Context: an optimization exercise on an open-source flow, tuned for a short achievable clock period and few clock cycles. The choices shown serve that exercise and are no tape-out recipe. The RTL was checked by simulation tests, not by an equivalence proof against the original design. No activity file was given, so power comes from the tool's default toggle rates.

==> flow/design.v <==
`default_nettype none
package riscvPkg;
    localparam logic [6:0] opLoad   = 7'd3;
    localparam logic [6:0] opStore  = 7'd35;
    localparam logic [6:0] opRType  = 7'd51;
    localparam logic [6:0] opIType  = 7'd19;
    localparam logic [6:0] opBranch = 7'd99;
    localparam logic [6:0] opJal    = 7'd111;
    localparam logic [2:0] aluAdd = 3'b000;
    localparam logic [2:0] aluSub = 3'b001;
    localparam logic [2:0] aluAnd = 3'b010;
    localparam logic [2:0] aluOr  = 3'b011;
    localparam logic [2:0] aluSlt = 3'b101;
    localparam logic [1:0] immI = 2'd0;
    localparam logic [1:0] immS = 2'd1;
    localparam logic [1:0] immB = 2'd2;
    localparam logic [1:0] immJ = 2'd3;
    localparam logic [1:0] resAlu = 2'd0;
    localparam logic [1:0] resMem = 2'd1;
    localparam logic [1:0] resPc4 = 2'd2;
    typedef union packed {
        struct packed {
            logic [6:0] funct7;
            logic [4:0] rs2;
            logic [4:0] rs1;
            logic [2:0] funct3;
            logic [4:0] rd;
            logic [6:0] opcode;
        } rFmt;
        struct packed {
            logic [11:0] imm;
            logic [4:0]  rs1;
            logic [2:0]  funct3;
            logic [4:0]  rd;
            logic [6:0]  opcode;
        } iFmt;
        struct packed {
            logic [6:0] immHi;
            logic [4:0] rs2;
            logic [4:0] rs1;
            logic [2:0] funct3;
            logic [4:0] immLo;
            logic [6:0] opcode;
        } sFmt;
        struct packed {
            logic       imm12;
            logic [5:0] imm10to5;
            logic [4:0] rs2;
            logic [4:0] rs1;
            logic [2:0] funct3;
            logic [3:0] imm4to1;
            logic       imm11;
            logic [6:0] opcode;
        } bFmt;
        struct packed {
            logic       imm20;
            logic [9:0] imm10to1;
            logic       imm11;
            logic [7:0] imm19to12;
            logic [4:0] rd;
            logic [6:0] opcode;
        } jFmt;
    } instrT;
endpackage
`default_nettype wire
`timescale 1ns/1ps
`default_nettype none
import riscvPkg::*;
module mainDeco (
    input  wire logic [6:0] op,
    output logic            branch,
    output logic            jump,
    output logic [1:0]      resSrc,
    output logic            memWrite,
    output logic            aluSrc,
    output logic [1:0]      immSrc,
    output logic            regWrite,
    output logic [1:0]      aluOp
);
    always_comb
    begin
        branch   = 1'b0;  
        jump     = 1'b0;
        resSrc   = resAlu;
        memWrite = 1'b0;
        aluSrc   = 1'b0;
        immSrc   = immI;
        regWrite = 1'b0;
        aluOp    = 2'b00;
        case (op)
            opLoad:
            begin
                resSrc   = resMem;
                aluSrc   = 1'b1;
                immSrc   = immI;
                regWrite = 1'b1;
            end
            opStore:
            begin
                memWrite = 1'b1;
                aluSrc   = 1'b1;
                immSrc   = immS;
            end
            opRType:
            begin
                regWrite = 1'b1;
                aluOp    = 2'b10;
            end
            opIType:
            begin
                aluSrc   = 1'b1;
                immSrc   = immI;
                regWrite = 1'b1;
                aluOp    = 2'b10;
            end
            opBranch:
            begin
                branch = 1'b1;
                immSrc = immB;
                aluOp  = 2'b01;  
            end
            opJal:
            begin
                jump     = 1'b1;
                resSrc   = resPc4;  
                immSrc   = immJ;
                regWrite = 1'b1;
            end
            default:
            begin
            end
        endcase
    end
endmodule
`default_nettype wire
`timescale 1ns/1ps
`default_nettype none
import riscvPkg::*;
module aluDeco (
    input  wire logic [1:0] aluOp,
    input  wire logic [2:0] funct3,
    input  wire logic       funct7b5,
    input  wire logic       opb5,
    output logic [2:0]      aluControl
);
    logic rTypeSub;
    assign rTypeSub = funct7b5 & opb5;  
    always_comb
    begin
        case (aluOp)
            2'b00: aluControl = aluAdd;  
            2'b01: aluControl = aluSub;  
            2'b10:
            begin
                case (funct3)
                    3'b000:  aluControl = rTypeSub ? aluSub : aluAdd;
                    3'b010:  aluControl = aluSlt;
                    3'b110:  aluControl = aluOr;
                    3'b111:  aluControl = aluAnd;
                    default: aluControl = aluAdd;
                endcase
            end
            default: aluControl = aluAdd;
        endcase
    end
endmodule
`default_nettype wire
`timescale 1ns/1ps
`default_nettype none
module regFile (
    input  wire logic        clk,
    input  wire logic        we,
    input  wire logic [4:0]  ra1,
    input  wire logic [4:0]  ra2,
    input  wire logic [4:0]  wa,
    input  wire logic [31:0] wd,
    output logic [31:0]      rd1,
    output logic [31:0]      rd2
);
    logic [31:0] regs [1:31];  
    always_ff @(posedge clk)
    begin
        if (we && (wa != 5'd0))
        begin
            regs[wa] <= wd;
        end
    end
    always_comb
    begin
        rd1 = 32'd0;
        rd2 = 32'd0;
        if (ra1 != 5'd0)
        begin
            rd1 = regs[ra1];
        end
        if (ra2 != 5'd0)
        begin
            rd2 = regs[ra2];
        end
    end
endmodule
`default_nettype wire
`timescale 1ns/1ps
`default_nettype none
import riscvPkg::*;
module dataPath #(
    parameter logic [31:0] resetPc = 32'h0000_0000
) (
    input  wire logic          clk,
    input  wire logic          arstN,
    input  wire riscvPkg::instrT instr,
    input  wire logic          pcSrc,
    input  wire logic [1:0]    resSrc,
    input  wire logic          aluSrc,
    input  wire logic [1:0]    immSrc,
    input  wire logic [2:0]    aluControl,
    input  wire logic          regWrite,
    input  wire logic [31:0]   readData,
    output logic [31:0]        pc,
    output logic [31:0]        aluResult,
    output logic [31:0]        writeData,
    output logic               zero
);
    logic [31:0] pcNext;
    logic [31:0] pcPlus4;
    logic [31:0] pcTarget;
    logic [31:0] immExt;
    logic [31:0] srcA;
    logic [31:0] srcB;
    logic [31:0] result;
    always_ff @(posedge clk or negedge arstN)
    begin
        if (!arstN)
        begin
            pc <= resetPc;
        end
        else
        begin
            pc <= pcNext;
        end
    end
    assign pcPlus4  = pc + 32'd4;
    assign pcTarget = pc + immExt;  
    assign pcNext   = pcSrc ? pcTarget : pcPlus4;
    always_comb
    begin
        case (immSrc)
            immI: immExt = {{20{instr.iFmt.imm[11]}}, instr.iFmt.imm};
            immS: immExt = {{20{instr.sFmt.immHi[6]}}, instr.sFmt.immHi, instr.sFmt.immLo};
            immB: immExt = {{20{instr.bFmt.imm12}}, instr.bFmt.imm11, instr.bFmt.imm10to5,
                            instr.bFmt.imm4to1, 1'b0};
            default: immExt = {{12{instr.jFmt.imm20}}, instr.jFmt.imm19to12,
                               instr.jFmt.imm11, instr.jFmt.imm10to1, 1'b0};
        endcase
    end
    regFile regs (
        .clk (clk),
        .we  (regWrite),
        .ra1 (instr.rFmt.rs1),
        .ra2 (instr.rFmt.rs2),
        .wa  (instr.rFmt.rd),
        .wd  (result),
        .rd1 (srcA),
        .rd2 (writeData)
    );
    assign srcB = aluSrc ? immExt : writeData;
    always_comb
    begin
        case (aluControl)
            aluAdd:  aluResult = srcA + srcB;
            aluSub:  aluResult = srcA - srcB;
            aluAnd:  aluResult = srcA & srcB;
            aluOr:   aluResult = srcA | srcB;
            aluSlt:  aluResult = {31'd0, $signed(srcA) < $signed(srcB)};
            default: aluResult = 32'd0;
        endcase
    end
    assign zero = (aluResult == 32'd0);
    always_comb
    begin
        case (resSrc)
            resMem:  result = readData;
            resPc4:  result = pcPlus4;
            default: result = aluResult;
        endcase
    end
endmodule
`default_nettype wire
`timescale 1ns/1ps
`default_nettype none
import riscvPkg::*;
module riscvSingle #(
    parameter logic [31:0] resetPc = 32'h0000_0000
) (
    input  wire logic        clk,
    input  wire logic        arstN,
    output logic [31:0]      pc,
    input  wire logic [31:0] instr,
    output logic [31:0]      memAddr,
    output logic [31:0]      memWriteData,
    output logic             memWrite,
    input  wire logic [31:0] memReadData
);
    riscvPkg::instrT instrWord;
    logic        branch;
    logic        jump;
    logic        zero;
    logic        pcSrc;
    logic        aluSrc;
    logic        regWrite;
    logic [1:0]  resSrc;
    logic [1:0]  immSrc;
    logic [1:0]  aluOp;
    logic [2:0]  aluControl;
    assign instrWord = instr;
    mainDeco mDeco (
        .op       (instrWord.rFmt.opcode),
        .branch   (branch),
        .jump     (jump),
        .resSrc   (resSrc),
        .memWrite (memWrite),
        .aluSrc   (aluSrc),
        .immSrc   (immSrc),
        .regWrite (regWrite),
        .aluOp    (aluOp)
    );
    aluDeco aDeco (
        .aluOp      (aluOp),
        .funct3     (instrWord.rFmt.funct3),
        .funct7b5   (instrWord.rFmt.funct7[5]),
        .opb5       (instrWord.rFmt.opcode[5]),
        .aluControl (aluControl)
    );
    assign pcSrc = jump | (branch & zero);  
    dataPath #(
        .resetPc (resetPc)
    ) dPath (
        .clk        (clk),
        .arstN      (arstN),
        .instr      (instrWord),
        .pcSrc      (pcSrc),
        .resSrc     (resSrc),
        .aluSrc     (aluSrc),
        .immSrc     (immSrc),
        .aluControl (aluControl),
        .regWrite   (regWrite),
        .readData   (memReadData),
        .pc         (pc),
        .aluResult  (memAddr),
        .writeData  (memWriteData),
        .zero       (zero)
    );
endmodule
`default_nettype wire
==> flow/run.sh <==
#!/bin/bash
# synth_recipe.tcl (not shown) runs the flow's synth.tcl, then flattens the netlist and writes it again
# the make line also repeats each setting of config.mk as NAME=value (left out here)
make -C /OpenROAD-flow-scripts/flow DESIGN_CONFIG=/design/flow/config.mk WORK_HOME=/design/flow/orfs CLKGATE_MAP_FILE= SYNTH_SCRIPT=/design/flow/synth_recipe.tcl finish
==> flow/config.mk <==
export PLATFORM = sky130hd
export DESIGN_NAME = riscvSingle
export DESIGN_NICKNAME = riscvSingle
export VERILOG_FILES = /design/flow/design.v
export SDC_FILE = /design/flow/constraint.sdc
export NUM_CORES = 4
export LEC_CHECK = 0
export CAP_MARGIN = 20
export CORE_MARGIN = 2
export CORE_UTILIZATION = 40
export SLEW_MARGIN = 20
==> flow/constraint.sdc <==
create_clock -name core_clock -period 8.3 [get_ports {clk}]
set_input_delay 1.6600 -clock core_clock [delete_from_list [all_inputs] [get_ports {clk}]]
set_output_delay 1.6600 -clock core_clock [all_outputs]
set_load 0.01 [all_outputs]
==> run_results.csv <==
group,metric,value,unit
run_status,outcome,"complete, no violations",
die,die_y,377,um
logic_synthesis,ys_top_cells_by_count,"edfxtp_1, mux4_2, nor2_1",
setup_path,r2r-start,"dPath.regs.regs[29][0]$_DFFE_PP_",
logic_synthesis,synth_most_common_cell,"edfxtp_1",
setup_path,critPathMaxStageDelay,540,ps
logic_synthesis,synth_area_leaders,"edfxtp_1, mux4_2, mux2i_1",
die,initial_core_util,40.5,%
clocking,path_clk_slew,60,ps
place,dp_hpwl,136,mm
timing,worstMarginPinSlew,1060,ps
drt,antenna_left,0,
drt,wl_per_cell,31.8,um
timing,period_share,98.7,%
final_layout,fin_nets,4569,
logic_synthesis,syn-mean-instance-area,15.2,um2
timing,hold_viol_final,0,
drt,first_pass_iters,5,
setup_path,crit_type,"in -> out",
logic_synthesis,netlist_area,55800,um2
clocking,hold_buffers,0,
clocking,root_buffer,"clkbuf_16",
setup_path,cp_cell_sequence,"buf_16 > buf_4 > buf_12 > buf_4 > mux4_2 > mux4_2 > mux2i_1 > buf_4 > nor2_1 > a21o_1 > ha_4 > buf_4 > nor2b_1 > nand2_2 > or4_1 > o21a_1 > a21oi_1 > xnor2_1 > a21o_1 > clkdlybuf4s50_1",
die,die_x,377,um
setup_path,worstPathArrival,6530,ps
job,maxCapViolations,0,
worst_hold_path,hold_path.class,"reg -> reg",
pwr,p_per_area,232,nW/um2
timing,setup_viol,0,
logic_synthesis,synth_warnings,4,
die,rows,136,
setup_path,crit_slowest_cell,"or4_1",
die,core-area,138000,um2
logic_synthesis,synth_top_area_share,53.4,%
logic_synthesis,synthArstFlopShare,3.13,%
logic_synthesis,yosys.area.top_type,"edfxtp_1",
drt,dr_total_vias,38757,
setup_path,startpoint_type,"primary input",
final_layout,drive_above_1_share,35.3,%
final_layout,n_antenna_cell,0,
pwr,p_leak,24.7,nW
global_route,grt_overflow,0,
logic_synthesis,yosys.cell_types.count,91,
logic_synthesis,synth-seq-area-share,54.9,%
final_layout,syn2layout_area_growth,23.6,%
setup_path,crit_top_cell,"buf_4",
clocking,cts_tree,"yes",
place,gp_congestion,0.949,
logic_synthesis,synthFlopType,"edfxtp_1",
place,port_buffers,162,
global_route,track_usage,27.6,%
timing,fin_crit,8190,ps
global_route,grt_pass1_vias,38445,
drt,vias_per_cell,6.21,
pwr,finalPower,16.0,mW
setup_path,worstPathRequired,6640,ps
global_route,grt_pass1_wl,280,mm
die,dieArea,142000,um2
pwr,vdd_drop_max,0.000169,V
drt,drtIter0Drc,4724,
timing,skew,85.2,ps
setup_path,setup.worst_path.end_class,"primary output",
timing,fmax,0.122,GHz
drt,finalWirelength,199,mm
timing,slew_headroom,29.0,%
clocking,cts.sink_count,1024,
clocking,htree_levels,3,
setup_path,worstPathMaxFanout,11,
setup_path,critPathLaunch,"instr[20]",
die,io_pins,163,
clocking,cts.path.max_buffers,3,
clocking,clk_latency,780,ps
global_route,antenna_found_initial,3,
clocking,cts_buffers,107,
logic_synthesis,syn_inst,3665,
timing,finalMaxSlewViolations,0,
timing,whs,659,ps
logic_synthesis,synth_enable_flop_cells,992,
logic_synthesis,synth_seq_cells,1024,
logic_synthesis,synth_nets,3868,
drt,drc_errors,0,
worst_hold_path,hp-start,"dPath.pc[0]$_DFFE_PN0P_",
global_route,grt_max_degree,75,
worst max-delay path, delay by kind of cell:
kind / cells / cell delay, ps
AO/OA/AOI/OAI: 4 / 790
adder cells (fa/ha/maj): 1 / 270
AND/OR/NAND/NOR: 4 / 940
XOR/XNOR: 1 / 230
buffers and inverters: 7 / 1440
multiplexers: 3 / 1150
per-stage QoR:
| stage | instance area, um2 | util, % | setup slack [ps] | setup TNS, ps | instances |
|---|---|---|---|---|---|
| 2_1_floorplan | 55800 | - | -90.3 | -90.3 | 3665 |
| 3_3_place_gp | 64600 | 46.9 | -353 | -3820 | 6026 |
| 3_5_place_dp | 64700 | 46.9 | -295 | -2890 | 6029 |
| 4_1_cts | 68400 | 49.6 | -27.2 | -42.6 | 6226 |
| 5_1_grt | 68900 | 50.0 | -18.7 | -33.6 | 6244 |
| 6_report | 68900 | 50.0 | 111 | 0 | 6244 |
cell families after synthesis:
family	synth area share, %
AND/OR/NAND/NOR	5.50
flip-flops	54.9
XOR/XNOR	1.13
AO/OA/AOI/OAI	8.21
adder cells (fa/ha/maj)	3.11
multiplexers	24.5
buffers and inverters	2.64
cell usage in the layout (no fill, tap or decap), types with 39 or more instances in the layout:
cell	instances
edfxtp_1	992
buf_4	619
mux4_2	483
nor2_1	232
a21oi_1	187
mux2i_1	169
clkdlybuf4s50_1	138
ha_1	124
inv_1	121
clkbuf_16	110
nand2_1	105
o21ai_0	83
mux2_2	58
xnor2_1	54
buf_12	50
a21o_1	48
nand3_1	39
worst paths after layout:
kind,slack [ps],end,cells after the start
setup reg to reg,1580,dPath.pc[19]$_DFF_PN0_,26
min in group asynchronous,1310,dPath.pc[26]$_DFF_PN0_,2
hold reg to reg,660,dPath.pc[0]$_DFFE_PN0P_,1
setup / recovery,110,memAddr[19],20
max in group asynchronous,6650,dPath.pc[22]$_DFF_PN0_,2
hold / removal,660,dPath.pc[0]$_DFFE_PN0P_,1
sequential cells by signal, summed over array words and instances, names as in the netlist:
signal           flops
dPath.pc            32
dPath.regs.regs    992
timing repair:
item,4_1_cts,5_1_grt
buffers inserted,3,15
gates cloned,1,3
gates resized for setup,32,83
pin swaps,3,8
setup endpoints to repair,18,24
report_power, final:
group	total, mW	internal, mW	leakage, nW	switching (mW)
registers	6.52	6.43	9.32	0.0849
clock network	4.90	2.81	1.72	2.09
logic	4.55	1.89	13.6	2.66
layer usage:
| layer | vias up | wire (um) | global-route usage (%) |
|---|---|---|---|
| met3 | 344 | 18900 | 4.83 |
| met2 | 2059 | 94600 | 44.9 |
| met5 | - | 13 | 0 |
| met1 | 20044 | 77900 | 37.3 |
| li1 | 16308 | - | - |
| met4 | 2 | 7240 | 9.64 |
cell type report:
cell class,count,area (um2)
sequential,1024,30600
tap,1794,2240
multi-input combinational,2268,24500
inverter,122,458
fill,11546,68900
clock inverter,62,782
clock buffer,131,2770
timing repair buffer,843,7640
Testbench counts, summed over its fixed seeds: cycles 40,722.

[separate check: timing with driven ports]
In the flow no input, the clock included, has a driving cell. The finished layout below was timed again as built, in two steps. Step 1: set_driving_cell puts a clkbuf_16 on clk and a buf_2 on each other input, an assumption about the parent block. Step 2, shift: input delay + t, output delay - t, t = (earliest + latest rising clock arrival at the registers) / 2. This alone moves slack from input paths to output paths. Slacks: no drivers / after step 1 / after step 2; pairs: no drivers / after step 1.
t (ns): 0.818
slack for setup (ns): 0.111 / -0.007 / -0.007
worst hold slack (ns): 0.659 / 0.659 / 0.659
worst setup path at the end: input to output
pins driven straight from the clock port: 1
With both steps, setup timing fails in this run, where it was met with ideal ports. For this run, drivers alone change the setup slack by -0.118 ns; drivers and shift together by -0.118 ns.
